Context: an optimization exercise on an open-source flow, tuned for small area, a short achievable clock period and few clock cycles per item. The choices shown serve that exercise and are no tape-out recipe.
Only simulation tests tie the RTL to the original design; equivalence was not proved.
No activity file was given, so power comes from the tool's default toggle rates.

<file path="design/flow/run.sh">
#!/bin/bash
# synth_recipe.tcl (not shown) runs the flow's synth.tcl, then flattens the netlist and writes it again
# the make line also repeats each setting of config.mk as NAME=value (left out here)
make -C /OpenROAD-flow-scripts/flow DESIGN_CONFIG=/design/flow/config.mk WORK_HOME=/design/flow/orfs CLKGATE_MAP_FILE= SYNTH_SCRIPT=/design/flow/synth_recipe.tcl finish
</file>
<file path="design/flow/config.mk">
export PLATFORM = sky130hd
export DESIGN_NAME = keyed_count_table
export DESIGN_NICKNAME = keyed_count_table
export VERILOG_FILES = /design/flow/design.v
export SDC_FILE = /design/flow/constraint.sdc
export NUM_CORES = 4
export LEC_CHECK = 0
export CAP_MARGIN = 20
export CORE_MARGIN = 2
export CORE_UTILIZATION = 40
export CTS_BUF_LIST = sky130_fd_sc_hd__clkbuf_4 sky130_fd_sc_hd__clkbuf_8
export SETUP_SLACK_MARGIN = 3.0
export SLEW_MARGIN = 20
</file>
<file path="design/flow/constraint.sdc">
create_clock -name core_clock -period 7.0 [get_ports {clk}]
set_input_delay 1.4000 -clock core_clock [delete_from_list [all_inputs] [get_ports {clk}]]
set_output_delay 1.4000 -clock core_clock [all_outputs]
set_load 0.01 [all_outputs]
</file>
<file path="design/flow/design.v">
`default_nettype none
package kct_pkg;
	localparam logic CMD_ADD    = 1'b0;
	localparam logic CMD_REMOVE = 1'b1;
	localparam logic [2:0] STAT_UPDATED   = 3'd0;
	localparam logic [2:0] STAT_INSERTED  = 3'd1;
	localparam logic [2:0] STAT_FREED     = 3'd2;
	localparam logic [2:0] STAT_BAD_TAG   = 3'd3;
	localparam logic [2:0] STAT_IGNORED   = 3'd4;
	localparam logic [2:0] STAT_NOT_FOUND = 3'd5;
	localparam logic [2:0] STAT_FULL      = 3'd6;
	localparam int unsigned COUNT_W   = 31;
	localparam int unsigned TAG_IN_W  = 16;
	localparam int unsigned AMOUNT_W  = 32;
	localparam logic [COUNT_W-1:0] COUNT_MAX = '1;
	typedef struct packed {
		logic                       cmd;
		logic [TAG_IN_W-1:0]        tag_id;
		logic signed [AMOUNT_W-1:0] amount;
	} req_t;
	typedef struct packed {
		logic [2:0]         status;
		logic [COUNT_W-1:0] count_after;
		logic               saturated;
	} rsp_t;
	typedef enum logic [1:0] {
		S_IDLE,
		S_MATCH,
		S_EXEC
	} state_t;
	typedef struct packed {
		logic load_req;
		logic match_en;
		logic exec_en;
	} ctrl_cmd_t;
	typedef struct packed {
		logic rsp_stall;
	} dp_status_t;
endpackage
`default_nettype wire
`default_nettype none
module kct_ctrl (
	input  wire  clk,
	input  wire  arst_n,
	input  wire  req_valid,
	output logic req_ready,
	input  wire  rsp_ready,
	output logic rsp_valid,
	output logic load_p,
	output logic load_x,
	output logic x_busy,
	output logic exec,
	output logic wr_ptr,
	output logic rd_ptr
);
	logic       p_valid_q;
	logic       x_valid_q;
	logic [1:0] q_valid_q;
	logic       wr_ptr_q;
	logic       rd_ptr_q;
	logic       pop;
	assign exec      = x_valid_q && !(&q_valid_q);
	assign load_x    = !x_valid_q || exec;
	assign load_p    = !p_valid_q || load_x;
	assign req_ready = load_p;
	assign x_busy    = x_valid_q;
	assign rsp_valid = q_valid_q[rd_ptr_q];
	assign pop       = rsp_valid && rsp_ready;
	assign wr_ptr    = wr_ptr_q;
	assign rd_ptr    = rd_ptr_q;
	always_ff @(posedge clk or negedge arst_n) begin
		if (!arst_n) begin
			p_valid_q <= 1'b0;
		end else if (load_p) begin
			p_valid_q <= req_valid;
		end
	end
	always_ff @(posedge clk or negedge arst_n) begin
		if (!arst_n) begin
			x_valid_q <= 1'b0;
		end else if (load_x) begin
			x_valid_q <= p_valid_q;
		end
	end
	always_ff @(posedge clk or negedge arst_n) begin
		if (!arst_n) begin
			q_valid_q <= '0;
			wr_ptr_q  <= 1'b0;
			rd_ptr_q  <= 1'b0;
		end else begin
			if (pop) begin
				q_valid_q[rd_ptr_q] <= 1'b0;
				rd_ptr_q            <= !rd_ptr_q;
			end
			if (exec) begin
				q_valid_q[wr_ptr_q] <= 1'b1;
				wr_ptr_q            <= !wr_ptr_q;
			end
		end
	end
endmodule
`default_nettype wire
`default_nettype none
module kct_dpath #(
	parameter int unsigned TABLE_DEPTH = 64,
	parameter int unsigned TAG_BITS    = 16
) (
	input  wire                 clk,
	input  wire                 arst_n,
	input  kct_pkg::req_t       req,
	input  wire                 load_p,
	input  wire                 load_x,
	input  wire                 x_busy,
	input  wire                 exec,
	input  wire                 wr_ptr,
	input  wire                 rd_ptr,
	output kct_pkg::rsp_t       rsp
);
	localparam int unsigned CW    = kct_pkg::COUNT_W;
	localparam int unsigned IDX_W = $clog2(TABLE_DEPTH);
	logic [TABLE_DEPTH-1:0] valid_q;
	logic [TAG_BITS-1:0]    tag_arr_q [TABLE_DEPTH];
	logic [CW-1:0]          cnt_arr_q [TABLE_DEPTH];
	logic                x_cmd;
	logic [TAG_BITS-1:0] x_tag;
	logic [CW-1:0]       x_raw;
	logic                x_tz;
	logic                x_ign;
	logic                hit;
	logic [IDX_W-1:0]    idx;
	logic [CW-1:0]       cur;
	logic [TABLE_DEPTH-1:0] m_hit_vec;
	always_comb begin
		for (int i = 0; i < TABLE_DEPTH; i++) begin
			m_hit_vec[i] = valid_q[i] && (tag_arr_q[i] == req.tag_id[TAG_BITS-1:0]);
		end
	end
	logic                   p_cmd;
	logic [TAG_BITS-1:0]    p_tag;
	logic [CW-1:0]          p_raw;
	logic                   p_tz;
	logic                   p_ign;
	logic [TABLE_DEPTH-1:0] p_hit_vec;
	logic                   p_same;
	always_ff @(posedge clk) begin
		if (load_p) begin
			p_cmd     <= req.cmd;
			p_tag     <= req.tag_id[TAG_BITS-1:0];
			p_raw     <= req.amount[CW-1:0];
			p_tz      <= (req.tag_id == '0);
			p_ign     <= (req.amount == '0) || req.amount[kct_pkg::AMOUNT_W-1];
			p_hit_vec <= m_hit_vec;
			p_same    <= x_busy && (x_tag == req.tag_id[TAG_BITS-1:0]);
		end
	end
	kct_pkg::rsp_t    rsp_q0;
	kct_pkg::rsp_t    rsp_q1;
	logic             a_hit_q;
	logic [IDX_W-1:0] a_idx_q;
	logic                   p_hit;
	logic [IDX_W-1:0]       p_idx;
	logic [CW-1:0]          p_cur;
	logic [CW-1:0]          p_rd;
	logic [IDX_W-1:0]       p_enc;
	kct_pkg::rsp_t          rsp_last;
	assign rsp_last = wr_ptr ? rsp_q0 : rsp_q1;
	always_comb begin
		p_rd  = '0;
		p_enc = '0;
		for (int i = 0; i < TABLE_DEPTH; i++) begin
			p_rd  = p_rd  | (cnt_arr_q[i] & {CW{p_hit_vec[i]}});
			p_enc = p_enc | (IDX_W'(i) & {IDX_W{p_hit_vec[i]}});
		end
		if (p_same) begin
			p_hit = a_hit_q;
			p_idx = a_idx_q;
			p_cur = rsp_last.count_after;
		end else begin
			p_hit = |p_hit_vec;
			p_idx = p_enc;
			p_cur = p_rd;
		end
	end
	logic                same;
	logic                post_hit;
	logic [IDX_W-1:0]    post_idx;
	kct_pkg::rsp_t       rsp_nxt;
	assign same = x_busy && (x_tag == p_tag);
	always_ff @(posedge clk) begin
		if (load_x) begin
			x_cmd <= p_cmd;
			x_tag <= p_tag;
			x_raw <= p_raw;
			x_tz  <= p_tz;
			x_ign <= p_ign;
			if (same) begin
				hit <= post_hit;
				idx <= post_idx;
				cur <= rsp_nxt.count_after;
			end else begin
				hit <= p_hit;
				idx <= p_idx;
				cur <= p_cur;
			end
		end
	end
	logic [TABLE_DEPTH-1:0] hit_dec;
	logic [TABLE_DEPTH-1:0] free_vec;
	logic [TABLE_DEPTH-1:0] free_first;
	logic                   free_any;
	logic [IDX_W-1:0]       free_idx;
	always_comb begin
		free_vec   = ~valid_q;
		free_first = free_vec & (~free_vec + 1'b1);
		free_any   = |free_vec;
		free_idx   = '0;
		for (int i = 0; i < TABLE_DEPTH; i++) begin
			hit_dec[i] = hit && (idx == IDX_W'(i));
			free_idx   = free_idx | (IDX_W'(i) & {IDX_W{free_first[i]}});
		end
	end
	logic          ok;
	logic [CW:0]   sum;
	logic [CW-1:0] add_val;
	logic [CW-1:0] diff;
	logic          gt;
	logic [CW-1:0] wr_data;
	logic          ins;
	logic          fre;
	assign ok       = !x_tz && !x_ign;
	assign sum      = {1'b0, cur} + {1'b0, x_raw};
	assign add_val  = sum[CW] ? kct_pkg::COUNT_MAX : sum[CW-1:0];
	assign diff     = cur - x_raw;
	assign gt       = cur > x_raw;
	assign wr_data  = !hit ? x_raw : (x_cmd == kct_pkg::CMD_ADD) ? add_val : diff;
	assign ins      = ok && (x_cmd == kct_pkg::CMD_ADD) && !hit && free_any;
	assign fre      = ok && (x_cmd == kct_pkg::CMD_REMOVE) && hit && !gt;
	assign post_hit = hit ? !fre : ins;
	assign post_idx = hit ? idx : free_idx;
	always_ff @(posedge clk) begin
		for (int i = 0; i < TABLE_DEPTH; i++) begin
			if (free_first[i]) begin
				tag_arr_q[i] <= x_tag;
			end
			if (exec && ok && (hit_dec[i] || free_first[i])) begin
				cnt_arr_q[i] <= wr_data;
			end
		end
	end
	always_ff @(posedge clk or negedge arst_n) begin
		if (!arst_n) begin
			valid_q <= '0;
		end else begin
			for (int i = 0; i < TABLE_DEPTH; i++) begin
				if (exec && ins && free_first[i]) valid_q[i] <= 1'b1;
				if (exec && fre && hit_dec[i])    valid_q[i] <= 1'b0;
			end
		end
	end
	always_comb begin
		rsp_nxt.status      = kct_pkg::STAT_UPDATED;
		rsp_nxt.count_after = '0;
		rsp_nxt.saturated   = 1'b0;
		if (x_tz) begin
			rsp_nxt.status = kct_pkg::STAT_BAD_TAG;
		end else if (x_ign) begin
			rsp_nxt.status      = kct_pkg::STAT_IGNORED;
			rsp_nxt.count_after = cur;
		end else if (x_cmd == kct_pkg::CMD_ADD) begin
			if (hit) begin
				rsp_nxt.count_after = add_val;
				rsp_nxt.saturated   = sum[CW];
			end else if (free_any) begin
				rsp_nxt.status      = kct_pkg::STAT_INSERTED;
				rsp_nxt.count_after = x_raw;
			end else begin
				rsp_nxt.status = kct_pkg::STAT_FULL;
			end
		end else begin
			if (!hit) begin
				rsp_nxt.status = kct_pkg::STAT_NOT_FOUND;
			end else if (!gt) begin
				rsp_nxt.status = kct_pkg::STAT_FREED;
			end else begin
				rsp_nxt.count_after = diff;
			end
		end
	end
	always_ff @(posedge clk) begin
		if (exec) begin
			if (wr_ptr) rsp_q1 <= rsp_nxt;
			else        rsp_q0 <= rsp_nxt;
			a_hit_q       <= post_hit;
			a_idx_q       <= post_idx;
		end
	end
	assign rsp = rd_ptr ? rsp_q1 : rsp_q0;
endmodule
`default_nettype wire
`default_nettype none
module keyed_count_table #(
	parameter int unsigned TABLE_DEPTH = 64,
	parameter int unsigned TAG_BITS    = 16
) (
	input  wire         clk,
	input  wire         arst_n,
	input  wire         req_valid,
	output logic        req_ready,
	input  wire         req_cmd,
	input  wire  [15:0] req_tag,
	input  wire  [31:0] req_amount,
	output logic        rsp_valid,
	input  wire         rsp_ready,
	output logic [2:0]  rsp_status,
	output logic [30:0] rsp_count,
	output logic        rsp_saturated
);
	kct_pkg::req_t req;
	kct_pkg::rsp_t rsp;
	assign req.cmd        = req_cmd;
	assign req.tag_id     = req_tag;
	assign req.amount     = req_amount;
	assign rsp_status     = rsp.status;
	assign rsp_count      = rsp.count_after;
	assign rsp_saturated  = rsp.saturated;
	logic load_p;
	logic load_x;
	logic x_busy;
	logic exec;
	logic wr_ptr;
	logic rd_ptr;
	kct_ctrl u_ctrl (
		.clk       (clk),
		.arst_n    (arst_n),
		.req_valid (req_valid),
		.req_ready (req_ready),
		.rsp_ready (rsp_ready),
		.rsp_valid (rsp_valid),
		.load_p    (load_p),
		.load_x    (load_x),
		.x_busy    (x_busy),
		.exec      (exec),
		.wr_ptr    (wr_ptr),
		.rd_ptr    (rd_ptr)
	);
	kct_dpath #(
		.TABLE_DEPTH (TABLE_DEPTH),
		.TAG_BITS    (TAG_BITS)
	) u_dpath (
		.clk      (clk),
		.arst_n   (arst_n),
		.req      (req),
		.load_p   (load_p),
		.load_x   (load_x),
		.x_busy   (x_busy),
		.exec     (exec),
		.wr_ptr   (wr_ptr),
		.rd_ptr   (rd_ptr),
		.rsp      (rsp)
	);
endmodule
`default_nettype wire
</file>
==> summary.txt, run 1 <==
Outcome
  – Status: finished clean

Route
  – DRT iter0 DRCs: about 17,000
  – DR WL/cell: roughly 40 µm
  – Post-DRT Antenna Nets: 0
  – Routed wire length: roughly 550,000 µm
  – DRC errors left: 0
  – DR pass1 iterations: 8
  – Routed via count: about 91,000
  – Vias/cell: 6.62

STA
  – RSZ-0062 raised after global routing: yes
  – Rel. slew slack: between 10% and 20%
  – Max-slew violation count: 0
  – Clock Skews: approximately 0.079 ns
  – Final period utilization: 58.5%
  – Worst Max-Slew Pin Slew: between 1 and 1.5 ns
  – Final hold violations: 0
  – Max Freq: 244 MHz
  – Fin crit period: 4.09 ns
  – Final setup viols: 0
  – Setup TNS: 0 ns

Clock network
  – Clock buffer count from CTS: between 500 and 600
  – CTS root buf: clkbuf_8
  – Clock Path Buffers: 4
  – H-tree depth: 6
  – Worst skew pair latency: roughly 1.1 ns
  – Clock slew at reported path FFs: roughly 0.07 ns
  – CTS tree: yes
  – Sink Count: 3,358

Final layout
  – Syn-to-layout area delta: 15.7%
  – Commonest non-fill, non-tap cell in the layout: edfxtp_1
  – Design Area, Final: 155,000 µm²
  – NumNets Final: between 8,000 and 9,000
  – Final core occ: between 40 and 50%
  – Fin cells: around 14,000
  – Multi-input gate area: approximately 33,000 µm²
  – Most frequent cells in the layout: edfxtp_1, xnor2_1, clkbuf_8, buf_4, a22oi_1
  – FF+latch area: 100,000 µm²
  – Layout cells sized above 1: 17.9%
  – Fill count: roughly 29,000

GRT
  – Vias in the first global route: between 80,000 and 90,000
  – First-pass GRT wire length: about 730,000 µm
  – Gr ovfl total: 0
  – Pin count of the biggest net entering global routing: 65
  – Total global-route track usage: 31.7%
  – Initial antenna violation count: 29

Die
  – Initial core utilization: ~40%
  – Die H: 582 µm
  – Core box area: 333,000 µm²
  – Number of I/O pins: 90
  – Die X: about 580 µm
  – Site row count: about 210
  – Die Footprint: 339,000 µm²

Power
  – Part of the power in the clock network: 23.6%
  – NetSw: ~0.027 W
  – Peak supply drop: about 0.65 mV
  – Flop pwr share: roughly 43%
  – Power Internal: between 0.04 and 0.05 W
  – Lkg Pwr: between 40 and 50 nW
  – Final Total Pwr: approximately 0.070 W
  – PD cells: approximately 450 nW/µm²
  – Logic pwr share: 33.5%
  – Sw Ratio: between 30% and 40%

Critical path
  – Critical Path Fanout Max: 9
  – Reg2Reg Launch Point: u_dpath.p_hit_vec[48]
  – Flop2flop setup slack: between 2 and 3 ns
  – Crit path kind: flip-flop to flip-flop
  – Worst endpoint data arrival time: between 4 and 5 ns
  – R2r endpoint: u_dpath.cur[16]
  – Setup crit start kind: flip-flop
  – Worst r2r path cells: 9
  – Critical path endpoint category: flip-flop
  – CP Data Required Time: roughly 8 ns

Min path
  – Hold Crit Class: input port to async pin

Run
  – Max cap viols: 0

Synth
  – Primary FF master, synth: edfxtp_1
  – Area contributors post-synth: edfxtp_1, xnor2_1, xor2_1, a22oi_1, a221oi_1
  – Post-synthesis cell area: ~130,000 µm²
  – Ys Warns: 4
  – Net Count, Synth: a little over 8,000
  – Sequential fraction of the synthesis area: between 70% and 80%
  – Top-area cell type share of the netlist area: 73.8%
  – Avg Synthesized Cell Area: 16.4 µm²
  – Number of enable flip-flop cells after synthesis: between 3,000 and 4,000
  – Yosys reg bits: between 3,000 and 4,000
  – Post-synth cell types: 86
  – Async set or reset register ratio after synthesis: ~2.1%
  – Yosys top cell by area: edfxtp_1
  – Synth Instances: a little over 8,000

Placed design
  – GPL Wtd Cong: ~0.95
  – Post-Place Cells: about 13,000
  – Area after DPL: 143,000 µm²
  – Port bufs: 89
  – Detailed Place HPWL: 313,000 µm
## worst max-delay path by stage
stage | endpoint | cells after the start | from
floorplan | u_dpath.cnt_arr_q[0][28] | 11 | u_dpath.cur[0]
global placement | u_dpath.cnt_arr_q[39][16] | 9 | u_dpath.valid_q[0]
detailed placement | u_dpath.cnt_arr_q[59][6] | 8 | u_dpath.valid_q[0]
CTS | u_dpath.cur[14] | 10 | u_dpath.x_raw[27]
global route | u_dpath.cnt_arr_q[29][30] | 14 | u_dpath.x_raw[2]
finish | u_dpath.cur[16] | 9 | u_dpath.p_hit_vec[48]
## metrics by stage
step,setup WS [ns],hold slack [ns]
after floorplan,1.25,0.400
after global placement,2.00,0.405
after detailed placement,1.89,0.409
after CTS,2.88,0.162
after global routing,2.87,0.203
final,2.91,0.228
## area by class of cell
cell class	instances	share of cell area (%)
antenna	36	0.0582
timing repair buffer	599	3.53
clock inverter	198	0.695
tap	4387	3.55
sequential	3358	64.9
clock buffer	734	5.84
multi-input combinational	4276	21.2
inverter	92	0.230
## power by group through the flow
stage | clock network, W | registers (W) | logic (W)
floorplan | 0 | 0.0308 | 0.0102
global placement | 0 | 0.0304 | 0.0211
detailed placement | 0 | 0.0305 | 0.0213
CTS | 0.0165 | 0.0300 | 0.0218
global route | 0.0174 | 0.0301 | 0.0238
finish | 0.0165 | 0.0301 | 0.0234
## critical path: stages, from the launching register on
cell and delay, ns:
edfxtp_1 0.72, buf_4 0.41, a22o_1 0.25, a221oi_1 0.47, nand3_1 0.17, or4_1 0.65, nor4_4 0.72, a21oi_1 0.13
nand2_1 0.20, o31ai_1 0.11
## synth_stat cells (116+ instances only)
master / n
edfxtp_1: 3288
xnor2_1: 733
a22oi_1: 374
xor2_1: 370
nand4_1: 334
clkbuf_1: 306
a221oi_1: 303
a22o_1: 299
a21oi_1: 280
nor2_1: 237
nor4_1: 230
nand2_1: 203
nand3_1: 121
buf_1: 116
## state kept, by name (all words and copies together) (netlist names), 35 cells and up
signal and count:
u_dpath.rsp_q1 35, u_dpath.rsp_q0 35, u_dpath.p_hit_vec 64, u_dpath.cnt_arr_q 1984, u_dpath.tag_arr_q 1024, u_dpath.valid_q 64
## metal layers
layer  up-vias  global-route usage, %  share of wire, %
met1     46200                   41.6                36
met4        26                   17.7               6.7
met2      8331                   46.3                43
li1      34100                      -                 -
met3      1828                   10.3                15
met5         -                  0.539             0.040
## cells by family after synthesis
family | after synthesis | share of synthesized area [%]
XOR/XNOR | 1103 | 7.22
multiplexers | 79 | 0.633
buffers and inverters | 542 | 1.55
AND/OR/NAND/NOR | 1423 | 5.75
adder cells (fa/ha/maj) | 64 | 0.610
AO/OA/AOI/OAI | 1603 | 9.08
flip-flops | 3358 | 75.1
## repair_timing
action / CTS / global route
pin swaps: 29 / 13
endpoints found under the setup margin: 3511 / 2587
setup buffers: 62 / 33
hold buffers: 0 / 0
cloned: 4 / 3
resized for setup: 140 / 91
Testbench counts, summed over its fixed seeds: cycles 12,024, items 12,000.
==> run 2: changes to the inputs <==
--- a/design/flow/config.mk
+++ b/design/flow/config.mk
@@ -9,5 +9,6 @@
 export CORE_MARGIN = 2
 export CORE_UTILIZATION = 40
-export CTS_BUF_LIST = sky130_fd_sc_hd__clkbuf_4 sky130_fd_sc_hd__clkbuf_8
+export CTS_CLUSTER_DIAMETER = 100
+export CTS_CLUSTER_SIZE = 30
 export SETUP_SLACK_MARGIN = 3.0
 export SLEW_MARGIN = 20
==> summary.txt, run 2 <==
Final layout
  – Layout cells sized above 1: 11.8% (-6.1 points)
  – Most frequent cells in the layout: edfxtp_1, xnor2_1, buf_4, a22oi_1, xor2_1
  – Reg with most FFs: u_dpath.cnt_arr_q
  – Number of flip-flops under the largest register name: 1,984 (unchanged)
  – Syn-to-layout area delta: 11.2%
  – Top flop regs: u_dpath.cnt_arr_q: 1984 flops, u_dpath.tag_arr_q: 1024 flops
  – NumNets Final: 8,583 (-4.5%)
  – Commonest non-fill, non-tap cell in the layout: edfxtp_1
  – Fill count: 28,900 (+0.91%)

Run
  – Max cap viols: 0 (unchanged)

Synth
  – Async set or reset register ratio after synthesis: 2.08% (unchanged)
  – Primary FF master, synth: edfxtp_1
  – Post-synth cell types: 86 (unchanged)
  – Net Count, Synth: 8,289 (unchanged)
  – Area contributors post-synth: edfxtp_1, xnor2_1, xor2_1, a22oi_1, a221oi_1
  – Synth Instances: 8,172 (unchanged)
  – Yosys top cell by area: edfxtp_1
  – Number of enable flip-flop cells after synthesis: 3,288 (unchanged)
  – Top-count cell post-synth: edfxtp_1
  – Synth cell count leaders: edfxtp_1, xnor2_1, a22oi_1
  – Yosys reg bits: 3,358 (unchanged)
  – Sequential fraction of the synthesis area: 75.1% (unchanged)
  – Post-synthesis cell area: 134,000 µm² (unchanged)
  – Ys Warns: 4 (unchanged)
  – Top-area cell type share of the netlist area: 73.8% (unchanged)
  – Avg Synthesized Cell Area: 16.4 µm² (unchanged)

Die
  – Initial core utilization: 40.1% (unchanged)
  – Core box area: 333,000 µm² (unchanged)
  – Die H: 582 µm (unchanged)
  – Die Footprint: 339,000 µm² (unchanged)
  – Die X: 582 µm (unchanged)
  – Site row count: 212 (unchanged)
  – Number of I/O pins: 90 (unchanged)

Critical path
  – Critical Path Fanout Max: 9 (unchanged)
  – CP Data Required Time: 7.65 ns (-0.15 ns)
  – Worst r2r path cells: 9 (unchanged)
  – Setup crit start kind: flip-flop
  – Worst endpoint data arrival time: 4.81 ns (-0.09 ns)
  – Critical path endpoint category: flip-flop
  – Crit path kind: flip-flop to flip-flop

Clock network
  – Hold_buf cts: 0 (unchanged)
  – H-tree depth: 4 (-2)
  – Clock slew at reported path FFs: 0.11 ns (+0.04 ns)
  – Worst skew pair latency: 0.94 ns (-0.14 ns)
  – CTS root buf: clkbuf_16
  – Clock buffer count from CTS: 142 (-74%)
  – CTS tree: yes
  – Sink Count: 3,358 (unchanged)
  – Clock Path Buffers: 4 (unchanged)

GRT
  – Pin count of the biggest net entering global routing: 65 (unchanged)
  – Vias in the first global route: 80,200 (-5.0%)
  – First-pass GRT wire length: 718,000 µm (-2.1%)
  – Initial antenna violation count: 32 (+10%)
  – Gr ovfl total: 0 (unchanged)
  – Total global-route track usage: 31.1% (-0.58 points)

Power
  – Part of the power in the clock network: 16.0% (-7.6 points)
  – PD cells: 428 nW/µm² (-5.4%)
  – Sw Ratio: 39.1% (+1.1 points)
  – Power Internal: 0.0388 W (-11%)
  – NetSw: 0.0249 W (-6.5%)
  – Final Total Pwr: 0.0636 W (-9.1%)
  – Logic pwr share: 36.7% (+3.2 points)
  – Peak supply drop: 0.636 mV (-1.7%)
  – Flop pwr share: 47.2% (+4.2 points)
  – Lkg Pwr: 45.7 nW (-7.0%)

Route
  – DR WL/cell: 42.1 µm (+4.2%)
  – DRT iter0 DRCs: 16,900 (+0.024%)
  – Routed via count: 87,700 (-3.1%)
  – Routed wire length: 545,000 µm (-1.6%)
  – DR pass1 iterations: 8 (unchanged)
  – Post-DRT Antenna Nets: 0 (unchanged)
  – Vias/cell: 6.79 (+2.6%)
  – DRC errors left: 0 (unchanged)

STA
  – Clock Skews: 0.0934 ns (+0.0142 ns)
  – Worst Max-Slew Pin Slew: 1.29 ns (-0.0284 ns)
  – Rel. slew slack: 14.2% (+1.9 points)
  – Max-slew violation count: 0 (unchanged)
  – Max Freq: 241 MHz (-1.6%)
  – Fin crit period: 4.16 ns (+0.0646 ns)
  – Final period utilization: 59.4% (+0.92 points)
  – Setup TNS: 0 ns (unchanged)
  – Final hold violations: 0 (unchanged)
  – Final setup viols: 0 (unchanged)
  – RSZ-0062 raised after global routing: yes

Placed design
  – Port bufs: 89 (unchanged)
  – Detailed Place HPWL: 313,000 µm (unchanged)
  – GPL Wtd Cong: 0.951 (unchanged)

Outcome
  – Status: finished clean

Min path
  – Hold Crit Class: flip-flop to flip-flop
  – Hold Path Depth: 0
-- run 2: cell counts after synthesis --
Identical to the previous run, type by type.
-- run 2: per-layer routing --
metal	vias up	routed length (µm)	share of wire [%]	track usage [%]
li1	33000	-	-	-
met2	7744	235000	43	46.1
met1	45400	197000	36	42.0
met5	-	177	0.033	0.0709
met4	22	35400	6.5	15.9
met3	1621	76900	14	8.54
-- run 2: power groups by stage --
stage | sequential (W) | combinational (W) | clock [W]
4_1_cts | 0.0300 | 0.0218 | 0.0102
3_3_place_gp | 0.0304 | 0.0211 | 0
3_5_place_dp | 0.0305 | 0.0213 | 0
6_report | 0.0301 | 0.0234 | 0.0102
2_1_floorplan | 0.0308 | 0.0102 | 0
5_1_grt | 0.0301 | 0.0237 | 0.0108
-- run 2: repair_timing --
action                                  in CTS  in global routing
buffers inserted                            63                 28
gates cloned                                 4                  3
pin swaps                                   32                 12
endpoints found under the setup margin    3470               2800
resized for setup                          122                 80
-- run 2: worst max-delay path, stage by stage (launching register included) --
cell and delay, ns:
edfxtp_1 0.76, buf_4 0.41, a22o_1 0.25, a221oi_1 0.50, nand3_1 0.17, or4_1 0.65
nor4_4 0.73, a21oi_1 0.13, nand2_1 0.19, o31ai_1 0.10
-- run 2: worst paths after layout --
check	from	to	slack, ns
setup reg to reg	u_dpath.p_hit_vec[48]	u_dpath.cur[16]	2.84
setup / recovery	u_dpath.p_hit_vec[48]	u_dpath.cur[16]	2.84
hold reg to reg	u_dpath.p_raw[29]	u_dpath.x_raw[29]	0.37
min in group asynchronous	arst_n	u_ctrl.q_valid_q[0]	0.38
max in group asynchronous	arst_n	u_dpath.valid_q[19]	5.44
hold / removal	u_dpath.p_raw[29]	u_dpath.x_raw[29]	0.37
-- run 2: area by class of cell --
cell class | count | area [µm²] | area share, %
diodes | 35 | 87.6 | 0.0589
clock buffers | 161 | 3690 | 2.48
clock inverters | 21 | 250 | 0.168
inverters | 92 | 357 | 0.240
multi-input cells | 4275 | 32800 | 22.1
flip-flops and latches | 3358 | 100000 | 67.6
well taps | 4387 | 5490 | 3.69
repair buffers | 597 | 5510 | 3.71
-- run 2: through the flow --
step	instance area (µm²)	util, %	setup slack (ns)	hold WS (ns)	std cells
floorplan	134000	-	1.25	0.400	8172
global placement	143000	42.8	2.00	0.405	12600
detailed placement	143000	42.8	1.89	0.409	12600
CTS	148000	44.4	2.90	0.354	12900
global route	149000	44.6	2.99	0.375	12900
finish	149000	44.6	2.84	0.373	12900
-- run 2: kinds of logic after synthesis --
| kind of cell | after synthesis | share of synthesized area (%) |
|---|---|---|
| DFF | 3358 | 75.1 |
| AOI/OAI and AO/OA | 1603 | 9.08 |
| and+or+nand+nor | 1423 | 5.75 |
| xor gates and xnor gates | 1103 | 7.22 |
| buffers and inverters | 542 | 1.55 |
| muxes | 79 | 0.633 |
| adders and majority gates | 64 | 0.610 |
==> run 3: changes to the inputs <==
--- a/design/flow/design.v
+++ b/design/flow/design.v
@@ -50,23 +50,15 @@
 	output logic load_x,
 	output logic x_busy,
-	output logic exec,
-	output logic wr_ptr,
-	output logic rd_ptr
+	output logic exec
 );
-	logic       p_valid_q;
-	logic       x_valid_q;
-	logic [1:0] q_valid_q;
-	logic       wr_ptr_q;
-	logic       rd_ptr_q;
-	logic       pop;
-	assign exec      = x_valid_q && !(&q_valid_q);
+	logic p_valid_q;
+	logic x_valid_q;
+	logic o_valid_q;
+	assign exec      = x_valid_q && (!o_valid_q || rsp_ready);
 	assign load_x    = !x_valid_q || exec;
 	assign load_p    = !p_valid_q || load_x;
 	assign req_ready = load_p;
 	assign x_busy    = x_valid_q;
-	assign rsp_valid = q_valid_q[rd_ptr_q];
-	assign pop       = rsp_valid && rsp_ready;
-	assign wr_ptr    = wr_ptr_q;
-	assign rd_ptr    = rd_ptr_q;
+	assign rsp_valid = o_valid_q;
 	always_ff @(posedge clk or negedge arst_n) begin
 		if (!arst_n) begin
@@ -85,16 +77,9 @@
 	always_ff @(posedge clk or negedge arst_n) begin
 		if (!arst_n) begin
-			q_valid_q <= '0;
-			wr_ptr_q  <= 1'b0;
-			rd_ptr_q  <= 1'b0;
-		end else begin
-			if (pop) begin
-				q_valid_q[rd_ptr_q] <= 1'b0;
-				rd_ptr_q            <= !rd_ptr_q;
-			end
-			if (exec) begin
-				q_valid_q[wr_ptr_q] <= 1'b1;
-				wr_ptr_q            <= !wr_ptr_q;
-			end
+			o_valid_q <= 1'b0;
+		end else if (exec) begin
+			o_valid_q <= 1'b1;
+		end else if (rsp_ready) begin
+			o_valid_q <= 1'b0;
 		end
 	end
@@ -113,6 +98,4 @@
 	input  wire                 x_busy,
 	input  wire                 exec,
-	input  wire                 wr_ptr,
-	input  wire                 rd_ptr,
 	output kct_pkg::rsp_t       rsp
 );
@@ -131,11 +114,13 @@
 	logic [CW-1:0]       cur;
 	logic [TABLE_DEPTH-1:0] m_hit_vec;
+	logic [TAG_BITS-1:0]    m_tag;
+	logic [TAG_BITS-1:0]    p_tag;
+	assign m_tag = load_p ? req.tag_id[TAG_BITS-1:0] : p_tag;
 	always_comb begin
 		for (int i = 0; i < TABLE_DEPTH; i++) begin
-			m_hit_vec[i] = valid_q[i] && (tag_arr_q[i] == req.tag_id[TAG_BITS-1:0]);
+			m_hit_vec[i] = valid_q[i] && (tag_arr_q[i] == m_tag);
 		end
 	end
 	logic                   p_cmd;
-	logic [TAG_BITS-1:0]    p_tag;
 	logic [CW-1:0]          p_raw;
 	logic                   p_tz;
@@ -150,10 +135,11 @@
 			p_tz      <= (req.tag_id == '0);
 			p_ign     <= (req.amount == '0) || req.amount[kct_pkg::AMOUNT_W-1];
-			p_hit_vec <= m_hit_vec;
 			p_same    <= x_busy && (x_tag == req.tag_id[TAG_BITS-1:0]);
 		end
 	end
-	kct_pkg::rsp_t    rsp_q0;
-	kct_pkg::rsp_t    rsp_q1;
+	always_ff @(posedge clk) begin
+		p_hit_vec <= m_hit_vec;
+	end
+	kct_pkg::rsp_t    rsp_o;
 	logic             a_hit_q;
 	logic [IDX_W-1:0] a_idx_q;
@@ -164,5 +150,5 @@
 	logic [IDX_W-1:0]       p_enc;
 	kct_pkg::rsp_t          rsp_last;
-	assign rsp_last = wr_ptr ? rsp_q0 : rsp_q1;
+	assign rsp_last = rsp_o;
 	always_comb begin
 		p_rd  = '0;
@@ -289,11 +275,14 @@
 	always_ff @(posedge clk) begin
 		if (exec) begin
-			if (wr_ptr) rsp_q1 <= rsp_nxt;
-			else        rsp_q0 <= rsp_nxt;
 			a_hit_q       <= post_hit;
 			a_idx_q       <= post_idx;
 		end
 	end
-	assign rsp = rd_ptr ? rsp_q1 : rsp_q0;
+	always_ff @(posedge clk) begin
+		if (exec) begin
+			rsp_o <= rsp_nxt;
+		end
+	end
+	assign rsp = rsp_o;
 endmodule
 `default_nettype wire
@@ -328,6 +317,4 @@
 	logic x_busy;
 	logic exec;
-	logic wr_ptr;
-	logic rd_ptr;
 	kct_ctrl u_ctrl (
 		.clk       (clk),
@@ -340,7 +327,5 @@
 		.load_x    (load_x),
 		.x_busy    (x_busy),
-		.exec      (exec),
-		.wr_ptr    (wr_ptr),
-		.rd_ptr    (rd_ptr)
+		.exec      (exec)
 	);
 	kct_dpath #(
@@ -355,6 +340,4 @@
 		.x_busy   (x_busy),
 		.exec     (exec),
-		.wr_ptr   (wr_ptr),
-		.rd_ptr   (rd_ptr),
 		.rsp      (rsp)
 	);
--- a/design/flow/config.mk
+++ b/design/flow/config.mk
@@ -9,6 +9,6 @@
 export CORE_MARGIN = 2
 export CORE_UTILIZATION = 40
-export CTS_CLUSTER_DIAMETER = 100
-export CTS_CLUSTER_SIZE = 30
+export CTS_CLUSTER_DIAMETER = 80
+export CTS_CLUSTER_SIZE = 24
 export SETUP_SLACK_MARGIN = 3.0
 export SLEW_MARGIN = 20
==> summary.txt, run 3 <==
Synth
  – Async set or reset register ratio after synthesis: 2.02% (-0.067 points)
  – Largest family of logic cells by synthesized area: compound AO/OA/AOI/OAI gates
  – Synth Instances: 8,151 (-0.26%)
  – Avg Synthesized Cell Area: 16.1 µm² (-1.6%)
  – Sequential fraction of the synthesis area: 75.1% (about the same)
  – Top-count cell post-synth: edfxtp_1
  – Top-area cell type share of the netlist area: 72.6% (-1.2 points)
  – Yosys top cell by area: edfxtp_1
  – Post-synthesis cell area: 131,000 µm² (-1.8%)
  – Synth Area in Compound Gates: 9.24% (+0.15 points)
  – Area contributors post-synth: edfxtp_1, xor2_1, a22oi_1, xnor2_1, a221oi_1
  – Post-synthesis mux area share: 0.194% (-0.44 points)
  – Synth cell count leaders: edfxtp_1, xor2_1, a22oi_1
  – XOR/XNOR Fraction of Synth Area: 7.33% (+0.10 points)
  – Yosys reg bits: 3,320 (-1.1%)
  – Post-synth cell types: 92 (+7.0%)
  – Number of enable flip-flop cells after synthesis: 3,173 (-3.5%)
  – Primary FF master, synth: edfxtp_1
  – Adder-Cell Fraction of Synth Area: 0.622% (+0.011 points)
  – Net Count, Synth: 8,268 (-0.25%)
  – Ys Warns: 4 (unchanged)
  – Post-Synth Simple-Gate Area: 5.95% (+0.21 points)

STA
  – Max-slew violation count: 4 (+4)
  – Final setup viols: 0 (unchanged)
  – Fin crit period: 4.12 ns (-0.0328 ns)
  – RSZ-0062 raised after global routing: yes
  – Final period utilization: 58.9% (-0.47 points)
  – Clock Skews: 0.109 ns (+0.0160 ns)
  – Final hold violations: 0 (unchanged)
  – Max Freq: 242 MHz (+0.79%)
  – Rel. slew slack: -36.9% (-51 points)
  – Final worst slack: 2.88 ns (+0.0328 ns)
  – Setup TNS: 0 ns (unchanged)
  – Worst Max-Slew Pin Slew: 2.05 ns (+0.759 ns)

Critical path
  – CP max stage delay: 0.97 ns (+0.21 ns)
  – Worst setup path start: u_dpath.p_hit_vec[58]
  – Critical path endpoint category: flip-flop
  – Worst endpoint data arrival time: 4.80 ns (about the same)
  – Flop2flop setup slack: 2.88 ns (+0.03 ns)
  – Worst path bufs/invs: 1 (unchanged)
  – Setup crit end: u_dpath.cur[18]
  – Reg2Reg Launch Point: u_dpath.p_hit_vec[58]
  – Critical Path Fanout Max: 17 (+8)
  – Worst r2r path cells: 8 (-1)
  – Crit path kind: flip-flop to flip-flop
  – Setup crit start kind: flip-flop
  – Critical path depth in cells: 8 (-1)
  – R2r endpoint: u_dpath.cur[18]
  – CP Data Required Time: 7.68 ns (+0.03 ns)
  – CP max stage cell: nand4_1
  – CP Cell Sequence: buf_4 -> a22o_1 -> a221oi_1 -> nand4_1 -> nor4_1 -> nand4_1 -> o211ai_1 -> o31ai_1
  – Delay-heaviest family, CP: simple AND/OR/NAND/NOR gates
  – CP most frequent cell: nand4_1

Placed design
  – Pre-CTS setup slack: 1.65 ns (-0.237 ns)
  – GPL Wtd Cong: 0.944 (-0.68%)
  – Post-Place Cells: 12,600 (-0.19%)
  – Port bufs: 89 (unchanged)
  – Area after DPL: 141,000 µm² (-1.1%)
  – Detailed Place HPWL: 319,000 µm (+2.1%)

GRT
  – Initial antenna violation count: 33 (+3.1%)
  – Pin count of the biggest net entering global routing: 65 (unchanged)
  – Gr ovfl total: 0 (unchanged)
  – Vias in the first global route: 80,200 (+0.085%)
  – First-pass GRT wire length: 717,000 µm (about the same)
  – Total global-route track usage: 31.8% (+0.71 points)

Outcome
  – Status: finished with violations
  – Violated checks: capacitance limit, slew limit

Clock network
  – Hold_buf cts: 0 (unchanged)
  – Sink Count: 3,320 (-1.1%)
  – Clock slew at reported path FFs: 0.10 ns (about the same)
  – Worst skew pair latency: 0.94 ns (about the same)
  – Clock buffer count from CTS: 172 (+21%)
  – Clock Path Buffers: 4 (unchanged)
  – H-tree depth: 4 (unchanged)
  – CTS tree: yes
  – CTS root buf: clkbuf_16

Power
  – Peak supply drop: 0.239 mV (-62%)
  – Final Total Pwr: 0.0400 W (-37%)
  – PD cells: 268 nW/µm² (-37%)
  – Lkg Pwr: 47.2 nW (+3.4%)

Route
  – DRC errors left: 0 (unchanged)
  – DR pass1 iterations: 9 (+1)
  – Post-DRT Antenna Nets: 0 (unchanged)
  – Routed wire length: 549,000 µm (+0.75%)
  – DRT iter0 DRCs: 18,500 (+9.3%)
  – DR WL/cell: 42.1 µm (about the same)
  – Vias/cell: 6.76 (-0.37%)
  – Routed via count: 88,000 (+0.33%)

Final layout
  – Syn-to-layout area delta: 13.6%
  – Reg with most FFs: u_dpath.cnt_arr_q
  – Number of flip-flops under the largest register name: 1,984 (unchanged)
  – Layout cells sized above 1: 14.0% (+2.1 points)
  – Top flop regs: u_dpath.cnt_arr_q: 1984 flops, u_dpath.tag_arr_q: 1024 flops
  – NumNets Final: 8,705 (+1.4%)
  – Commonest non-fill, non-tap cell in the layout: edfxtp_1
  – Most frequent cells in the layout: edfxtp_1, xor2_1, buf_4, a22oi_1, xnor2_1
  – Fin cells: 13,000 (+0.70%)
  – Design Area, Final: 149,000 µm² (+0.29%)
  – Fill count: 28,300 (-2.2%)

Die
  – Initial core utilization: 40.2% (about the same)
  – Die X: 577 µm (-0.92%)
  – Number of I/O pins: 90 (unchanged)
  – Core box area: 327,000 µm² (-1.9%)
  – Site row count: 210 (-0.94%)
  – Die Footprint: 333,000 µm² (-1.8%)
  – Die H: 577 µm (-0.92%)

Min path
  – Hold Path Depth: 0 (unchanged)
  – Hold Crit Class: flip-flop to flip-flop

Run
  – Max cap viols: 1 (+1)
-- run 3: stage by stage --
step           hold slack, ns  util, %
3_3_place_gp            0.402     43.1
3_5_place_dp            0.405     43.2
2_1_floorplan           0.400        -
6_report                0.335     45.6
4_1_cts                 0.343     45.2
5_1_grt                 0.350     45.6
-- run 3: what timing repair did --
item                        CTS  global route
resized for setup           168           101
gates cloned                  5             6
pin swaps                    35            30
buffers inserted             91            73
setup endpoints to repair  3205          2441
-- run 3: metal layers --
layer / vias to the layer above / part of all wire (%) / track usage, %
li1: 33100 / - / -
met1: 45300 / 36 / 43.1
met2: 8013 / 42 / 46.5
met3: 1651 / 16 / 10.7
met5: - / 0.093 / 0
met4: 32 / 6.0 / 14.3
-- run 3: cell families after synthesis --
group | Yosys count
muxes | 25
and+or+nand+nor | 1470
AOI/OAI and AO/OA | 1642
buffers and inverters | 532
xor gates and xnor gates | 1098
adders and majority gates | 64
DFF | 3320
-- run 3: power by group --
group | switching (W) | leakage (nW) | total, W | internal [W]
Sequential | 0.000309 | 30.4 | 0.0233 | 0.0230
Combinational | 0.00393 | 14.5 | 0.00545 | 0.00152
Clock | 0.00640 | 2.38 | 0.0112 | 0.00483
Total | 0.0106 | 47.2 | 0.0400 | 0.0294
-- run 3: area by class of cell --
| class | instances | area, µm² | area share [%] |
|---|---|---|---|
| sequential | 3320 | 98700 | 66.2 |
| timing repair buffer | 687 | 6770 | 4.54 |
| clock buffer | 211 | 4530 | 3.04 |
| multi-input combinational | 4305 | 32900 | 22.1 |
| tap | 4346 | 5440 | 3.65 |
| antenna | 22 | 55.1 | 0.0369 |
| clock inverter | 24 | 373 | 0.250 |
| inverter | 102 | 395 | 0.265 |
-- run 3: worst min-delay path by stage --
stage	startpoint	to	slack [ns]
after floorplan	u_dpath.p_cmd	u_dpath.x_cmd	0.40
after global placement	u_dpath.p_raw[7]	u_dpath.x_raw[7]	0.40
after detailed placement	u_dpath.p_raw[24]	u_dpath.x_raw[24]	0.40
after CTS	arst_n	u_ctrl.p_valid_q	0.34
after global routing	arst_n	u_ctrl.p_valid_q	0.35
final	u_dpath.p_raw[19]	u_dpath.x_raw[19]	0.34
Testbench counts of run 3, summed over its fixed seeds: cycles 12,024, items 12,000.
==> run 4: changes to the inputs <==
--- a/design/flow/config.mk
+++ b/design/flow/config.mk
@@ -6,5 +6,5 @@
 export NUM_CORES = 4
 export LEC_CHECK = 0
-export CAP_MARGIN = 20
+export CAP_MARGIN = 35
 export CORE_MARGIN = 2
 export CORE_UTILIZATION = 40
@@ -12,3 +12,3 @@
 export CTS_CLUSTER_SIZE = 24
 export SETUP_SLACK_MARGIN = 3.0
-export SLEW_MARGIN = 20
+export SLEW_MARGIN = 35
==> summary.txt, run 4 <==
Power
  – Logic pwr share: 13.3% (-0.3 points)
  – Power Internal: 0.0293 W (-0.30%)
  – Flop pwr share: 58.5% (+0.2 points)
  – Lkg Pwr: 47.0 nW (-0.43%)
  – Part of the power in the clock network: 28.1% (about the same)
  – PD cells: 268 nW/µm² (-0.26%)
  – NetSw: 0.0106 W (-0.57%)
  – Sw Ratio: 26.5% (-0.053 points)
  – Peak supply drop: 0.207 mV (-13%)

STA
  – Rel. slew slack: 24.2% (+61 points)
  – Fin crit period: 4.11 ns (-0.0163 ns)
  – Final worst slack: 2.89 ns (+0.0163 ns)
  – Final period utilization: 58.7% (-0.23 points)
  – RSZ-0062 raised after global routing: yes
  – Max-slew violation count: 0 (-4)
  – Setup TNS: 0 ns (unchanged)
  – Max Freq: 243 MHz (+0.40%)
  – Final hold violations: 0 (unchanged)
  – Clock Skews: 0.112 ns (+0.00255 ns)
  – Worst Max-Slew Pin Slew: 1.13 ns (-0.914 ns)
  – Final setup viols: 0 (unchanged)

GRT
  – Total global-route track usage: 31.7% (-0.10 points)
  – First-pass GRT wire length: 716,000 µm (-0.22%)
  – Pin count of the biggest net entering global routing: 65 (unchanged)
  – Vias in the first global route: 80,700 (+0.57%)
  – Gr ovfl total: 0 (unchanged)
  – Initial antenna violation count: 27 (-18%)

Outcome
  – Status: finished clean

Route
  – Post-DRT Antenna Nets: 0 (unchanged)
  – Routed via count: 87,700 (-0.42%)
  – DRT iter0 DRCs: 18,100 (-1.9%)
  – Vias/cell: 6.76 (about the same)
  – DR pass1 iterations: 9 (unchanged)
  – DR WL/cell: 42.0 µm (-0.24%)
  – DRC errors left: 0 (unchanged)
  – Routed wire length: 545,000 µm (-0.63%)

Die
  – Number of I/O pins: 90 (unchanged)
  – Die Footprint: 333,000 µm² (unchanged)
  – Die H: 577 µm (unchanged)
  – Site row count: 210 (unchanged)
  – Initial core utilization: 40.2% (unchanged)
  – Core box area: 327,000 µm² (unchanged)
  – Die X: 577 µm (unchanged)

Synth
  – Yosys top cell by area: edfxtp_1
  – Ys Warns: 4 (unchanged)
  – Synth cell count leaders: edfxtp_1, xor2_1, a22oi_1
  – Synth Area in Compound Gates: 9.24% (unchanged)
  – Adder-Cell Fraction of Synth Area: 0.622% (unchanged)
  – Yosys reg bits: 3,320 (unchanged)
  – XOR/XNOR Fraction of Synth Area: 7.33% (unchanged)
  – Post-synthesis cell area: 131,000 µm² (unchanged)
  – Primary FF master, synth: edfxtp_1
  – Number of enable flip-flop cells after synthesis: 3,173 (unchanged)
  – Top-area cell type share of the netlist area: 72.6% (unchanged)
  – Post-Synth Simple-Gate Area: 5.95% (unchanged)
  – Post-synthesis mux area share: 0.194% (unchanged)
  – Top-count cell post-synth: edfxtp_1
  – Sequential fraction of the synthesis area: 75.1% (unchanged)
  – Async set or reset register ratio after synthesis: 2.02% (unchanged)
  – Largest family of logic cells by synthesized area: compound AO/OA/AOI/OAI gates
  – Net Count, Synth: 8,268 (unchanged)
  – Synth Instances: 8,151 (unchanged)
  – Area contributors post-synth: edfxtp_1, xor2_1, a22oi_1, xnor2_1, a221oi_1
  – Avg Synthesized Cell Area: 16.1 µm² (unchanged)
  – Post-synth cell types: 92 (unchanged)

Final layout
  – Fill count: 28,400 (+0.30%)
  – Most frequent cells in the layout: edfxtp_1, xor2_1, a22oi_1, buf_4, xnor2_1
  – Number of flip-flops under the largest register name: 1,984 (unchanged)
  – Reg with most FFs: u_dpath.cnt_arr_q
  – Top flop regs: u_dpath.cnt_arr_q: 1984 flops, u_dpath.tag_arr_q: 1024 flops
  – Multi-input gate area: 33,000 µm² (+0.26%)
  – FF+latch area: 98,700 µm² (about the same)
  – NumNets Final: 8,657 (-0.55%)
  – Layout cells sized above 1: 13.7% (-0.31 points)
  – Commonest non-fill, non-tap cell in the layout: edfxtp_1
  – Syn-to-layout area delta: 13.5%

Clock network
  – H-tree depth: 4 (unchanged)
  – Clock buffer count from CTS: 172 (unchanged)
  – CTS tree: yes
  – Clock Path Buffers: 4 (unchanged)
  – Worst skew pair latency: 0.93 ns (about the same)
  – Clock slew at reported path FFs: 0.10 ns (about the same)
  – Sink Count: 3,320 (unchanged)
  – CTS root buf: clkbuf_16

Placed design
  – Detailed Place HPWL: 322,000 µm (+0.94%)
  – Pre-CTS setup slack: 1.60 ns (-0.0497 ns)
  – Port bufs: 89 (unchanged)
  – GPL Wtd Cong: 0.944 (unchanged)

Critical path
  – CP Data Required Time: 7.58 ns (-0.10 ns)
  – Crit path kind: flip-flop to flip-flop
  – Critical path endpoint category: flip-flop
  – Setup crit start kind: flip-flop
  – Worst r2r path cells: 8 (unchanged)
  – Critical Path Fanout Max: 18 (+1)
  – Worst endpoint data arrival time: 4.69 ns (-0.11 ns)

Min path
  – Hold Crit Class: flip-flop to flip-flop
  – Hold Path Depth: 0 (unchanged)

Run
  – Max cap viols: 0 (-1)
==> run 4: final timing paths <==
path | startpoint | endpoint | slack [ns]
max | u_dpath.valid_q[13] | u_dpath.cnt_arr_q[56][27] | 2.89
min | u_dpath.p_raw[19] | u_dpath.x_raw[19] | 0.34
min reg2reg | u_dpath.p_raw[19] | u_dpath.x_raw[19] | 0.34
min in group asynchronous | arst_n | u_ctrl.p_valid_q | 0.39
max reg2reg | u_dpath.valid_q[13] | u_dpath.cnt_arr_q[56][27] | 2.89
max in group asynchronous | arst_n | u_dpath.valid_q[2] | 5.60
==> run 4: worst max-delay path, cell delays in order, from the launching register on <==
cell	delay, ns
dfrtp_1	0.63
nand2_1	0.24
nor4_4	0.51
nand4_2	0.20
or4_4	0.71
nor3_2	0.36
a21oi_1	0.15
nor2_4	0.55
buf_12	0.36
==> run 4: stage by stage <==
step / cells / area [µm²] / utilization (%) / total power (W) / hold WS [ns]
floorplan: 8151 / 132000 / - / 0.0262 / 0.400
global placement: 12600 / 141000 / 43.1 / 0.0284 / 0.402
detailed placement: 12600 / 142000 / 43.4 / 0.0285 / 0.405
CTS: 12900 / 148000 / 45.2 / 0.0395 / 0.334
global route: 12900 / 149000 / 45.6 / 0.0406 / 0.353
finish: 13000 / 149000 / 45.6 / 0.0399 / 0.337
==> run 4: kinds of logic (layout without fill, tap and decap cells) <==
| group | count (synthesis) | after routing |
|---|---|---|
| flops | 3320 | 3320 |
| compound gates | 1642 | 1646 |
| simple gates | 1470 | 1471 |
| xor+xnor | 1098 | 1098 |
| buf+inv | 532 | 977 |
| fa+ha+maj | 64 | 64 |
| mux | 25 | 25 |
| other cells | 0 | 19 |
==> run 4: layer usage <==
metal	part of all wire [%]	track usage, %	vias up
li1	-	-	33000
met1	36	43.0	45000
met2	42	46.5	7976
met3	15	10.1	1669
met4	6.0	14.6	19
met5	0.050	0	-
==> run 4: cell type report <==
cell class                      instances  share of cell area, %
Antenna cell                           19                 0.0319
Clock buffer                          213                   3.06
Clock inverter                         22                  0.230
Inverter                              102                  0.265
Multi-Input combinational cell       4304                   22.1
Sequential cell                      3320                   66.2
Tap cell                             4346                   3.65
Timing Repair Buffer                  640                   4.38
==> run 4: what timing repair did <==
item / 4_1_cts / 5_1_grt
pin swaps: 25 / 28
cloned: 4 / 2
resized for setup: 155 / 97
setup buffers: 44 / 45
hold endpoints to repair: 0 / 0
hold buffers: 0 / 0
endpoints found under the setup margin: 2940 / 2128
==> run 4: power groups by stage <==
stage / Clock, W / Sequential (W) / Combinational, W
6_report: 0.0112 / 0.0233 / 0.00531
5_1_grt: 0.0118 / 0.0234 / 0.00550
4_1_cts: 0.0112 / 0.0233 / 0.00493
3_5_place_dp: 0 / 0.0238 / 0.00466
3_3_place_gp: 0 / 0.0238 / 0.00455
2_1_floorplan: 0 / 0.0238 / 0.00238
==> run 5: changes to the inputs <==
--- a/design/flow/design.v
+++ b/design/flow/design.v
@@ -50,10 +50,16 @@
 	output logic load_x,
 	output logic x_busy,
-	output logic exec
+	output logic exec,
+	output logic o_from_s,
+	output logic o_from_x,
+	output logic s_from_x,
+	output logic s_full
 );
 	logic p_valid_q;
 	logic x_valid_q;
 	logic o_valid_q;
-	assign exec      = x_valid_q && (!o_valid_q || rsp_ready);
+	logic s_valid_q;
+	logic pop;
+	assign exec      = x_valid_q && !s_valid_q;
 	assign load_x    = !x_valid_q || exec;
 	assign load_p    = !p_valid_q || load_x;
@@ -61,4 +67,9 @@
 	assign x_busy    = x_valid_q;
 	assign rsp_valid = o_valid_q;
+	assign pop       = o_valid_q && rsp_ready;
+	assign o_from_s  = s_valid_q && pop;
+	assign o_from_x  = exec && (!o_valid_q || pop);
+	assign s_from_x  = exec && o_valid_q && !pop;
+	assign s_full    = s_valid_q;
 	always_ff @(posedge clk or negedge arst_n) begin
 		if (!arst_n) begin
@@ -78,8 +89,15 @@
 		if (!arst_n) begin
 			o_valid_q <= 1'b0;
-		end else if (exec) begin
-			o_valid_q <= 1'b1;
-		end else if (rsp_ready) begin
-			o_valid_q <= 1'b0;
+			s_valid_q <= 1'b0;
+		end else begin
+			if (o_from_s) begin
+				s_valid_q <= 1'b0;
+			end else if (o_from_x) begin
+				o_valid_q <= 1'b1;
+			end else if (s_from_x) begin
+				s_valid_q <= 1'b1;
+			end else if (pop) begin
+				o_valid_q <= 1'b0;
+			end
 		end
 	end
@@ -98,4 +116,8 @@
 	input  wire                 x_busy,
 	input  wire                 exec,
+	input  wire                 o_from_s,
+	input  wire                 o_from_x,
+	input  wire                 s_from_x,
+	input  wire                 s_full,
 	output kct_pkg::rsp_t       rsp
 );
@@ -142,4 +164,5 @@
 	end
 	kct_pkg::rsp_t    rsp_o;
+	kct_pkg::rsp_t    rsp_s;
 	logic             a_hit_q;
 	logic [IDX_W-1:0] a_idx_q;
@@ -150,5 +173,5 @@
 	logic [IDX_W-1:0]       p_enc;
 	kct_pkg::rsp_t          rsp_last;
-	assign rsp_last = rsp_o;
+	assign rsp_last = s_full ? rsp_s : rsp_o;
 	always_comb begin
 		p_rd  = '0;
@@ -280,7 +303,12 @@
 	end
 	always_ff @(posedge clk) begin
-		if (exec) begin
+		if (o_from_s) begin
+			rsp_o <= rsp_s;
+		end else if (o_from_x) begin
 			rsp_o <= rsp_nxt;
 		end
+		if (s_from_x) begin
+			rsp_s <= rsp_nxt;
+		end
 	end
 	assign rsp = rsp_o;
@@ -317,4 +345,8 @@
 	logic x_busy;
 	logic exec;
+	logic o_from_s;
+	logic o_from_x;
+	logic s_from_x;
+	logic s_full;
 	kct_ctrl u_ctrl (
 		.clk       (clk),
@@ -327,5 +359,9 @@
 		.load_x    (load_x),
 		.x_busy    (x_busy),
-		.exec      (exec)
+		.exec      (exec),
+		.o_from_s  (o_from_s),
+		.o_from_x  (o_from_x),
+		.s_from_x  (s_from_x),
+		.s_full    (s_full)
 	);
 	kct_dpath #(
@@ -340,4 +376,8 @@
 		.x_busy   (x_busy),
 		.exec     (exec),
+		.o_from_s (o_from_s),
+		.o_from_x (o_from_x),
+		.s_from_x (s_from_x),
+		.s_full   (s_full),
 		.rsp      (rsp)
 	);
--- a/design/flow/config.mk
+++ b/design/flow/config.mk
@@ -6,9 +6,9 @@
 export NUM_CORES = 4
 export LEC_CHECK = 0
-export CAP_MARGIN = 35
+export CAP_MARGIN = 20
 export CORE_MARGIN = 2
 export CORE_UTILIZATION = 40
-export CTS_CLUSTER_DIAMETER = 80
-export CTS_CLUSTER_SIZE = 24
+export CTS_CLUSTER_DIAMETER = 60
+export CTS_CLUSTER_SIZE = 20
 export SETUP_SLACK_MARGIN = 3.0
-export SLEW_MARGIN = 35
+export SLEW_MARGIN = 20
==> summary.txt, run 5 <==
Outcome
  – Status: finished clean

Critical path
  – Crit path kind: flip-flop to output pin
  – Flop2flop setup slack: 2.95 ns (+0.06 ns)
  – CP Cell Sequence: buf_8 -> nand3_4 -> clkbuf_8 -> clkdlybuf4s50_1
  – Worst endpoint data arrival time: 2.72 ns (-1.97 ns)
  – Reg2Reg Launch Point: u_dpath.valid_q[1]
  – Delay-heaviest family, CP: buffers and inverters
  – Worst path bufs/invs: 3 (+2)
  – Setup crit start kind: flip-flop
  – Worst r2r path cells: 8 (unchanged)
  – Critical path endpoint category: output pin
  – R2r endpoint: u_dpath.cnt_arr_q[60][25]
  – CP Data Required Time: 5.60 ns (-1.98 ns)
  – CP max stage cell: clkdlybuf4s50_1
  – Critical Path Fanout Max: 38 (+20)
  – CP max stage delay: 0.60 ns (-0.11 ns)

Route
  – DR pass1 iterations: 9 (unchanged)
  – Routed via count: 87,700 (+0.034%)
  – DR WL/cell: 41.9 µm (-0.36%)
  – Routed wire length: 548,000 µm (+0.60%)
  – DRT iter0 DRCs: 17,700 (-2.4%)
  – Post-DRT Antenna Nets: 0 (unchanged)
  – Vias/cell: 6.70 (-0.92%)
  – DRC errors left: 0 (unchanged)

STA
  – Hold slack: 0.349 ns (+0.0117 ns)
  – Clock Skews: 0.0846 ns (-0.0273 ns)
  – Max Freq: 243 MHz (-0.29%)
  – Final period utilization: 58.9% (+0.17 points)
  – Max-slew violation count: 0 (unchanged)
  – RSZ-0062 raised after global routing: yes
  – Final setup viols: 0 (unchanged)
  – Worst Max-Slew Pin Slew: 1.29 ns (+0.154 ns)
  – Setup TNS: 0 ns (unchanged)
  – Final worst slack: 2.88 ns (-0.0121 ns)
  – Final hold violations: 0 (unchanged)
  – Rel. slew slack: 14.3% (-10 points)
  – Fin crit period: 4.12 ns (+0.0121 ns)

Synth
  – Area contributors post-synth: edfxtp_1, xor2_1, xnor2_1, a221oi_1, a22o_1
  – XOR/XNOR Fraction of Synth Area: 7.22% (-0.11 points)
  – Ys Warns: 4 (unchanged)
  – Largest family of logic cells by synthesized area: compound AO/OA/AOI/OAI gates
  – Avg Synthesized Cell Area: 16.2 µm² (+0.89%)
  – Net Count, Synth: 8,299 (+0.37%)
  – Async set or reset register ratio after synthesis: 2.03% (+0.0081 points)
  – Adder-Cell Fraction of Synth Area: 0.614% (-0.0078 points)
  – Synth cell count leaders: edfxtp_1, xor2_1, xnor2_1
  – Synth Area in Compound Gates: 9.13% (-0.11 points)
  – Post-synth cell types: 99 (+7.6%)
  – Top-count cell post-synth: edfxtp_1
  – Primary FF master, synth: edfxtp_1
  – Number of enable flip-flop cells after synthesis: 3,208 (+1.1%)
  – Post-Synth Simple-Gate Area: 5.74% (-0.21 points)
  – Top-area cell type share of the netlist area: 72.5% (-0.12 points)
  – Yosys top cell by area: edfxtp_1
  – Yosys reg bits: 3,356 (+1.1%)
  – Post-synthesis cell area: 133,000 µm² (+1.3%)
  – Synth Instances: 8,182 (+0.38%)
  – Sequential fraction of the synthesis area: 75.0% (-0.14 points)
  – Post-synthesis mux area share: 0.672% (+0.48 points)

GRT
  – First-pass GRT wire length: 723,000 µm (+0.99%)
  – Total global-route track usage: 31.5% (-0.27 points)
  – Initial antenna violation count: 38 (+41%)
  – Gr ovfl total: 0 (unchanged)
  – Pin count of the biggest net entering global routing: 69 (+6.2%)
  – Vias in the first global route: 81,300 (+0.77%)

Power
  – PD cells: 401 nW/µm² (+50%)
  – Peak supply drop: 0.389 mV (+88%)
  – Logic pwr share: 31.2% (+18 points)
  – Power Internal: 0.0390 W (+33%)
  – Flop pwr share: 47.2% (-11 points)
  – Lkg Pwr: 48.3 nW (+2.8%)
  – NetSw: 0.0218 W (+110%)
  – Sw Ratio: 35.8% (+9.3 points)
  – Part of the power in the clock network: 21.6% (-6.5 points)

Final layout
  – Layout cells sized above 1: 14.2% (+0.53 points)
  – Reg with most FFs: u_dpath.cnt_arr_q
  – Most frequent cells in the layout: edfxtp_1, xor2_1, xnor2_1, buf_4, a22oi_1
  – NumNets Final: 8,705 (+0.55%)
  – Top flop regs: u_dpath.cnt_arr_q: 1984 flops, u_dpath.tag_arr_q: 1024 flops
  – Final core occ: 45.8% (+0.26 points)
  – Design Area, Final: 151,000 µm² (+1.7%)
  – Commonest non-fill, non-tap cell in the layout: edfxtp_1
  – Number of flip-flops under the largest register name: 1,984 (unchanged)
  – Syn-to-layout area delta: 13.9%

Placed design
  – Detailed Place HPWL: 312,000 µm (-3.3%)
  – Pre-CTS setup slack: 1.72 ns (+0.120 ns)
  – GPL Wtd Cong: 0.939 (-0.54%)
  – Port bufs: 89 (unchanged)
  – Area after DPL: 142,000 µm² (+0.33%)

Clock network
  – Worst skew pair latency: 0.96 ns (+0.03 ns)
  – Clock Path Buffers: 4 (unchanged)
  – Clock buffer count from CTS: 217 (+26%)
  – CTS root buf: clkbuf_16
  – H-tree depth: 4 (unchanged)
  – Sink Count: 3,356 (+1.1%)
  – Hold_buf cts: 0 (unchanged)
  – CTS tree: yes
  – Clock slew at reported path FFs: 0.09 ns (about the same)

Die
  – Die Footprint: 337,000 µm² (+1.3%)
  – Initial core utilization: 40.2% (+0.061 points)
  – Die H: 580 µm (+0.63%)
  – Site row count: 211 (+0.48%)
  – Core box area: 331,000 µm² (+1.1%)
  – Die X: 580 µm (+0.63%)
  – Number of I/O pins: 90 (unchanged)

Run
  – Max cap viols: 0 (unchanged)

Min path
  – Hold Crit Class: input port to async pin
-- run 5: cell count changes after synthesis, moves of 29 or more --
cell	before	now
a22oi_1	442	338
nand4_1	352	317
mux2i_1	21	51
edfxtp_1	3173	3208
xnor2_1	372	441
a221oi_1	254	326
xor2_1	726	655
inv_1	97	133
nor2_1	263	208
mux2_2	4	33
a22o_1	249	324
-- run 5: cell families after synthesis --
logic type,Yosys count
DFF,3356
and+or+nand+nor,1410
AOI/OAI and AO/OA,1603
adders and majority gates,64
buffers and inverters,568
xor gates and xnor gates,1096
muxes,85
-- run 5: how the worst max path moves through the flow --
stage               cells past startpoint  slack (ns)                  endpoint           startpoint
floorplan                               8        2.58  u_dpath.cnt_arr_q[43][0]  u_dpath.valid_q[10]
global placement                        8        1.53     u_dpath.p_hit_vec[35]     u_ctrl.s_valid_q
detailed placement                      8        1.72     u_dpath.p_hit_vec[41]     u_ctrl.s_valid_q
CTS                                     4        2.70                 req_ready     u_ctrl.s_valid_q
global route                            4        2.79                 req_ready     u_ctrl.s_valid_q
finish                                  4        2.88                 req_ready     u_ctrl.s_valid_q
-- run 5: per-stage QoR --
| step | total power [W] | cells |
|---|---|---|
| after floorplan | 0.0377 | 8182 |
| after global placement | 0.0453 | 12600 |
| after detailed placement | 0.0456 | 12600 |
| after CTS | 0.0596 | 13000 |
| after global routing | 0.0621 | 13100 |
| final | 0.0608 | 13100 |
-- run 5: repair_timing --
action	4_1_cts	5_1_grt
gates cloned	12	3
resized for setup	170	97
pin swaps	43	22
endpoints found under the hold margin	0	0
endpoints found under the setup margin	3632	2277
setup buffers	82	26
-- run 5: power groups by stage --
| stage | Combinational, W | Clock, W | Sequential [W] |
|---|---|---|---|
| after global placement | 0.0161 | 0 | 0.0291 |
| after CTS | 0.0179 | 0.0131 | 0.0286 |
| after detailed placement | 0.0165 | 0 | 0.0291 |
| after floorplan | 0.00835 | 0 | 0.0293 |
| after global routing | 0.0196 | 0.0138 | 0.0287 |
| final | 0.0190 | 0.0131 | 0.0287 |
-- run 5: layout make-up --
type                       count  area [µm²]
multi-input combinational   4267       33300
fill                       28400      179000
clock buffer                 252        5590
sequential                  3356       99700
inverter                     135         531
antenna                       27        67.6
tap                         4366        5460
timing repair buffer         611        5890
clock inverter                77         921
-- run 5: metal layers --
| metal | share of wire [%] | track usage [%] | vias up |
|---|---|---|---|
| li1 | - | - | 33200 |
| met1 | 36 | 42.1 | 45200 |
| met2 | 43 | 46.6 | 7663 |
| met3 | 14 | 8.48 | 1600 |
| met4 | 6.7 | 17.3 | 14 |
| met5 | 0.015 | 0 | - |
Testbench counts of run 5, summed over its fixed seeds: cycles 12,024, items 12,000.

==> afterwards: timing with drivers on the ports <==
The results above use ideal ports. As a check the final layouts listed here were re-extracted and re-timed, cells and wires unchanged. Step 1 (the two cells are an assumption about what drives the block):
set clk [get_ports {clk}]
set_driving_cell -lib_cell sky130_fd_sc_hd__clkbuf_16 $clk
set_driving_cell -lib_cell sky130_fd_sc_hd__buf_2 [delete_from_list [all_inputs] $clk]
Step 2 times the ports against the registers' clock, not the clock port: input delays grow and output delays shrink by t, the midpoint of the rising clock arrivals with the driver on. Slacks: ideal / step 1 / step 2; pairs: ideal / step 1.
| run | shift t [ns] | setup slack, ns | clock arrival spread, ns | slew at the worst register clock pin (ns) | worst slew at a driven data input, ns |
|---|---|---|---|---|---|
| run 1 | 1.136 | 2.907 / 2.907 / 2.648 | 0.095 / 0.094 | 0.07 / 0.07 | 0.05 |
| run 2 | 0.985 | 2.842 / 2.842 / 2.652 | 0.111 / 0.110 | 0.12 / 0.12 | 0.06 |
| run 3 | 0.986 | 2.875 / 2.875 / 1.916 | 0.109 / 0.109 | 0.11 / 0.11 | 0.12 |
| run 4 | 0.973 | 2.891 / 2.891 / 1.920 | 0.112 / 0.112 | 0.10 / 0.10 | 0.11 |
| run 5 | 1.012 | 2.879 / 2.780 / 2.309 | 0.093 / 0.094 | 0.09 / 0.09 | 0.06 |
For run 4, which loses most, drivers alone change the setup slack by 0.000 ns; drivers and shift together by -0.971 ns.
